Context: an optimization exercise on an open-source flow, tuned for small area, a short achievable clock period and few clock cycles. The choices shown serve that exercise and are no tape-out recipe. Function was checked by simulation only, so behaviour that the tests miss may differ from the original.

## flow/constraint.sdc

```tcl
create_clock -name core_clock -period 20.0 [get_ports {clk}]
set_input_delay 4.0000 -clock core_clock [delete_from_list [all_inputs] [get_ports {clk}]]
set_output_delay 4.0000 -clock core_clock [all_outputs]
set_load 0.01 [all_outputs]
```

## flow/design.v

```verilog
package fixed_pkg;
  localparam int N_DEF    = 32;
  localparam int FRAC     = N_DEF / 2;
  localparam int AXES_DEF = 3;
  typedef logic signed [N_DEF-1:0] fixed_t;
  typedef fixed_t [AXES_DEF-1:0]   vec_t;
  function automatic fixed_t fx_mul(input fixed_t x, input fixed_t y);
    logic               s;
    logic [N_DEF-1:0]   mx;
    logic [N_DEF-1:0]   my;
    logic [2*N_DEF-1:0] prod;
    logic [N_DEF-1:0]   r;
    s    = x[N_DEF-1] ^ y[N_DEF-1];
    mx   = x[N_DEF-1] ? (~x + 1'b1) : x;
    my   = y[N_DEF-1] ? (~y + 1'b1) : y;
    prod = {{N_DEF{1'b0}}, mx} * {{N_DEF{1'b0}}, my};
    r    = prod[FRAC +: N_DEF];
    fx_mul = s ? (~r + 1'b1) : r;
  endfunction
endpackage
module euler_axis
(
  input  logic   clk,
  input  logic   rst_n,
  input  logic   s1_en,
  input  logic   s2_en,
  input  fixed_pkg::fixed_t in_pos,
  input  fixed_pkg::fixed_t in_vel,
  input  fixed_pkg::fixed_t in_acc,
  input  fixed_pkg::fixed_t in_dt,
  output fixed_pkg::fixed_t out_pos,
  output fixed_pkg::fixed_t out_vel
);
  fixed_pkg::fixed_t s1_pos, s1_vel, s1_dt;
  fixed_pkg::fixed_t s2_pos, s2_vel;
  always_ff @(posedge clk or negedge rst_n) begin
    if (!rst_n) begin
      s1_pos <= '0;
      s1_vel <= '0;
      s1_dt  <= '0;
      s2_pos <= '0;
      s2_vel <= '0;
    end else begin
      if (s1_en) begin
        s1_pos <= in_pos;
        s1_vel <= in_vel + fixed_pkg::fx_mul(in_acc, in_dt);
        s1_dt  <= in_dt;
      end
      if (s2_en) begin
        s2_pos <= s1_pos + fixed_pkg::fx_mul(s1_vel, s1_dt);
        s2_vel <= s1_vel;
      end
    end
  end
  assign out_pos = s2_pos;
  assign out_vel = s2_vel;
endmodule
module euler_step
#(
  parameter int N    = fixed_pkg::N_DEF,
  parameter int AXES = fixed_pkg::AXES_DEF
) (
  input  logic              clk,
  input  logic              rst_n,
  input  logic              in_valid,
  output logic              in_ready,
  input  logic [N*AXES-1:0] in_pos,
  input  logic [N*AXES-1:0] in_vel,
  input  logic [N*AXES-1:0] in_acc,
  input  logic [N-1:0]      in_dt,
  output logic              out_valid,
  input  logic              out_ready,
  output logic [N*AXES-1:0] out_pos,
  output logic [N*AXES-1:0] out_vel,
  output logic [31:0]       step_cnt
);
  logic        s1_valid, s2_valid;
  logic        s1_load, s2_load;
  logic        s1_en, s2_en;
  logic [31:0] cnt_q;
  assign s2_load  = !s2_valid || out_ready;
  assign s1_load  = !s1_valid || s2_load;
  assign in_ready = s1_load;
  assign s1_en    = s1_load && in_valid;
  assign s2_en    = s2_load && s1_valid;
  always_ff @(posedge clk or negedge rst_n) begin
    if (!rst_n) begin
      s1_valid <= 1'b0;
      s2_valid <= 1'b0;
      cnt_q    <= '0;
    end else begin
      if (s1_load) s1_valid <= in_valid;
      if (s2_load) s2_valid <= s1_valid;
      if (s2_valid && out_ready) cnt_q <= cnt_q + 32'd1;
    end
  end
  assign out_valid = s2_valid;
  assign step_cnt  = cnt_q;
  for (genvar i = 0; i < AXES; i++) begin : g_axis
    euler_axis u_axis (
      .clk     (clk),
      .rst_n   (rst_n),
      .s1_en   (s1_en),
      .s2_en   (s2_en),
      .in_pos  (in_pos[i*N +: N]),
      .in_vel  (in_vel[i*N +: N]),
      .in_acc  (in_acc[i*N +: N]),
      .in_dt   (in_dt),
      .out_pos (out_pos[i*N +: N]),
      .out_vel (out_vel[i*N +: N])
    );
  end
endmodule
```

## flow/config.mk

```make
export PLATFORM = sky130hd
export DESIGN_NAME = euler_step
export DESIGN_NICKNAME = euler_step
export VERILOG_FILES = /design/flow/design.v
export SDC_FILE = /design/flow/constraint.sdc
export NUM_CORES = 4
export LEC_CHECK = 0
export CAP_MARGIN = 20
export CORE_MARGIN = 2
export CORE_UTILIZATION = 40
export SLEW_MARGIN = 20
```

## flow/run.sh

```bash
#!/bin/bash
# synth_recipe.tcl (not shown) runs the flow's synth.tcl, then flattens the netlist and writes it again
# the make line also repeats each setting of config.mk as NAME=value (left out here)
make -C /OpenROAD-flow-scripts/flow DESIGN_CONFIG=/design/flow/config.mk WORK_HOME=/design/flow/orfs CLKGATE_MAP_FILE= SYNTH_SCRIPT=/design/flow/synth_recipe.tcl finish
```

==> run summary <==
fraction of final layout cells with drive strength greater than 1=5.07%; clock-pin slew on the worst setup and hold paths=60 ps; pin count of the biggest net entering global routing=126; CTS hold repair buffers=0; clock sinks=450; Worst-Skew Late Latency=760 ps; post-synthesis instance area=193000 µm²; Worst Setup Path Type=primary input to flop; initial detailed-routing violation count=between 10000 and 15000; num ports=550; Max Fclk=57.9 MHz; layout overhead on the synthesized area=9.47%; via count of the first global-routing pass=between 150k and 200k; share of the clock period used by the worst path=86.4%; clock tree root buffer cell=sky130_fd_sc_hd__clkbuf_16; Avg WL per Cell=24.5 µm; I/O Buffers=549; Main synth FF type=sky130_fd_sc_hd__dfrtp_1; Total Wirelength=702 mm; drc violations=0; Final Skew=around 47 ps; Arr. time, crit path=17880 ps; share of synthesized flip-flops with an asynchronous set or reset=100%; share of the yosys chip area belonging to registers=5.84%; vertical extent of the die=approximately 700 µm; sum of overflow across all layers after global routing=0; final weighted congestion in routability-driven placement=just under 1; final period demand of the worst path=17280 ps; Syn. warnings=2; setup violation total in the final timing report=0; slowest CP cell=sky130_fd_sc_hd__o31ai_1; type of destination of the critical path=flop; chip width=699 µm; leading cell types by total area after synthesis=sky130_fd_sc_hd__fa_1, sky130_fd_sc_hd__inv_1, sky130_fd_sc_hd__ha_1; antenna violations before repair=56; Hold WC Path Type=flop to flop; top cell type by total area after synthesis=sky130_fd_sc_hd__fa_1; summed area of non-filler cells in the final layout=211000 µm²; initial standard-cell utilization of the core=40.1%; number of register bits inferred by synthesis=450; vias per cell=5.35; largest fanout on the critical path=38; max-slew violation count=0; clock tree from TritonCTS=built; unrepaired setup endpoints after global routing=false; global-route wire length before repair=1040 mm; Distinct cells, synth=107; Total Negative Setup Slacks=0 ps; number of buffers added by the clock tree synthesis step=51; hold violation count in the final report=0; final-stage net count=28465; top cell type's share of synthesized area=48.5%; router iterations before antenna repair=6; Max Root-Sink Buffers=3; final instance count without filler cells=28697; number of nets with antenna violations after detailed routing=0; total instance count after detailed placement=28574; leading cell type in the layout, fill and taps excluded=sky130_fd_sc_hd__fa_1; commonest cells after routing, fill and taps aside=sky130_fd_sc_hd__fa_1, sky130_fd_sc_hd__inv_1, sky130_fd_sc_hd__nand2_1, sky130_fd_sc_hd__nor2_1, sky130_fd_sc_hd__ha_1; number of standard-cell rows in the floorplan=255; average size of a mapped cell=slightly below 9 µm²; register-to-register setup slack=4560 ps; slowest stage delay, CP=770 ps; gr usage total=29.0%; pre-CTS setup slack=1840 ps; HPWL after detailed placement=between 500 and 600 mm; sort of element at the start of the critical path=primary input; post-cts gate resize count=0; Least-Margin Pin Slew=1230 ps; placeable core region=around 480000 µm²; CP dominant cell by count=sky130_fd_sc_hd__fa_1; Post-Syn Instances=22117; status=finished clean; CTS H-tree lvls=2; floorplan die area=488000 µm²; relative slew slack=17.7%; count of flip-flops with a built-in enable after synthesis=0; via count of the routed design=around 150k; post-CTS setup buffer count=0; Post-Syn Nets=approximately 28000; post-layout worst setup margin=2720 ps; area post-placement=~210000 µm²; max cap viols=0; data required time of the worst path=20590 ps
-- cell usage after synthesis (15+ instances only) --
cell / number
sky130_fd_sc_hd__a211o_1: 15
sky130_fd_sc_hd__a211oi_1: 24
sky130_fd_sc_hd__a21boi_0: 21
sky130_fd_sc_hd__a21o_1: 166
sky130_fd_sc_hd__a21oi_1: 312
sky130_fd_sc_hd__a31oi_1: 48
sky130_fd_sc_hd__a41oi_1: 18
sky130_fd_sc_hd__and2_1: 64
sky130_fd_sc_hd__and3_1: 58
sky130_fd_sc_hd__buf_1: 73
sky130_fd_sc_hd__clkbuf_1: 995
sky130_fd_sc_hd__dfrtp_1: 450
sky130_fd_sc_hd__fa_1: 4674
sky130_fd_sc_hd__ha_1: 1263
sky130_fd_sc_hd__inv_1: 4642
sky130_fd_sc_hd__mux2_2: 156
sky130_fd_sc_hd__mux2i_1: 15
sky130_fd_sc_hd__nand2_1: 3472
sky130_fd_sc_hd__nand2b_1: 64
sky130_fd_sc_hd__nand3_1: 105
sky130_fd_sc_hd__nand3b_1: 18
sky130_fd_sc_hd__nand4_1: 41
sky130_fd_sc_hd__nor2_1: 2987
sky130_fd_sc_hd__nor2b_1: 48
sky130_fd_sc_hd__nor3_1: 103
sky130_fd_sc_hd__nor4_1: 33
sky130_fd_sc_hd__o211ai_1: 23
sky130_fd_sc_hd__o21a_1: 53
sky130_fd_sc_hd__o21ai_0: 415
sky130_fd_sc_hd__o21bai_1: 34
sky130_fd_sc_hd__o31a_1: 17
sky130_fd_sc_hd__o31ai_1: 86
sky130_fd_sc_hd__o41ai_1: 45
sky130_fd_sc_hd__or2_2: 26
sky130_fd_sc_hd__or3_1: 46
sky130_fd_sc_hd__or4_1: 44
sky130_fd_sc_hd__xnor2_1: 744
sky130_fd_sc_hd__xor2_1: 462
-- cell type report --
cell class,instances,area [µm²]
clock buffers,63,1370
multi-input cells,15946,163000
fillers,47381,270000
inverters,4643,17400
repair buffers,1112,9880
diodes,26,65.1
well taps,6425,8040
clock inverters,32,377
flip-flops and latches,450,11300
-- sequential cells by signal, indices dropped and copies added, names as in the netlist --
register              flops
g_axis.u_axis.s1_vel     96
s2_valid                  1
g_axis.u_axis.s2_vel     96
s1_valid                  1
g_axis.u_axis.s1_dt      32
cnt_q                    32
g_axis.u_axis.s2_pos     96
g_axis.u_axis.s1_pos     96
-- final timing paths --
kind,from,to,depth (start not counted)
min in group asynchronous,rst_n,g_axis[0].u_axis.s2_pos[18],1
min,g_axis[1].u_axis.s2_pos[8],g_axis[1].u_axis.s2_pos[8],2
max reg2reg,g_axis[2].u_axis.s1_dt[0],g_axis[2].u_axis.s2_pos[31],49
min reg2reg,g_axis[1].u_axis.s2_pos[8],g_axis[1].u_axis.s2_pos[8],2
max,in_dt[3],g_axis[0].u_axis.s1_vel[31],47
max in group asynchronous,rst_n,g_axis[1].u_axis.s2_vel[18],4
-- per-stage QoR --
| step | util (%) | hold WS, ps |
|---|---|---|
| 4_1_cts | 43.8 | 479 |
| 3_3_place_gp | 43.4 | 460 |
| 5_1_grt | 43.9 | 499 |
| 2_1_floorplan | - | 471 |
| 6_report | 43.9 | 474 |
| 3_5_place_dp | 43.5 | 463 |
-- layer usage --
metal,share of wire [%],track usage [%]
met1,37,35.3
met2,44,45.3
met3,11,8.49
met4,7.7,17.9
met5,0.042,0
-- cell families after synthesis --
kind of cell	count (synthesis)	share of synthesized area [%]
buffers and inverters	5721	11.1
adder cells (fa/ha/maj)	5937	56.7
multiplexers	172	0.994
AO/OA/AOI/OAI	1444	4.88
AND/OR/NAND/NOR	7180	14.9
flip-flops	450	5.84
XOR/XNOR	1213	5.54
-- worst max-delay path: cells and delay by family --
family | cells | cell delay (ps)
AOI/OAI and AO/OA | 14 | 3530
adders and majority gates | 10 | 4580
xor gates and xnor gates | 4 | 860
buffers and inverters | 7 | 1690
and+or+nand+nor | 12 | 3100
Testbench counts, summed over its fixed seeds: cycles 4,112.

## afterwards: timing with drivers on the ports
Ports are ideal in the flow. The routed layout listed here was re-timed in OpenROAD. Step 1 assumes that a clkbuf_16 drives the clock port and a buf_2 every other input. Step 2 times the ports against the registers' clock, not the clock port: input delays grow and output delays shrink by t, the midpoint of the rising clock arrivals with the driver on. Slacks: ideal ports / drivers / drivers and shift; pairs: ideal ports / drivers.
shift t [ns]: 0.835
setup WS [ns]: 2.719 / 2.628 / 1.793
worst hold slack (ns): 0.474 / 0.474 / 0.474
After both steps setup and hold are still met in this run. The setup slack of this run moves by -0.091 ns with the drivers and by -0.926 ns with both steps.
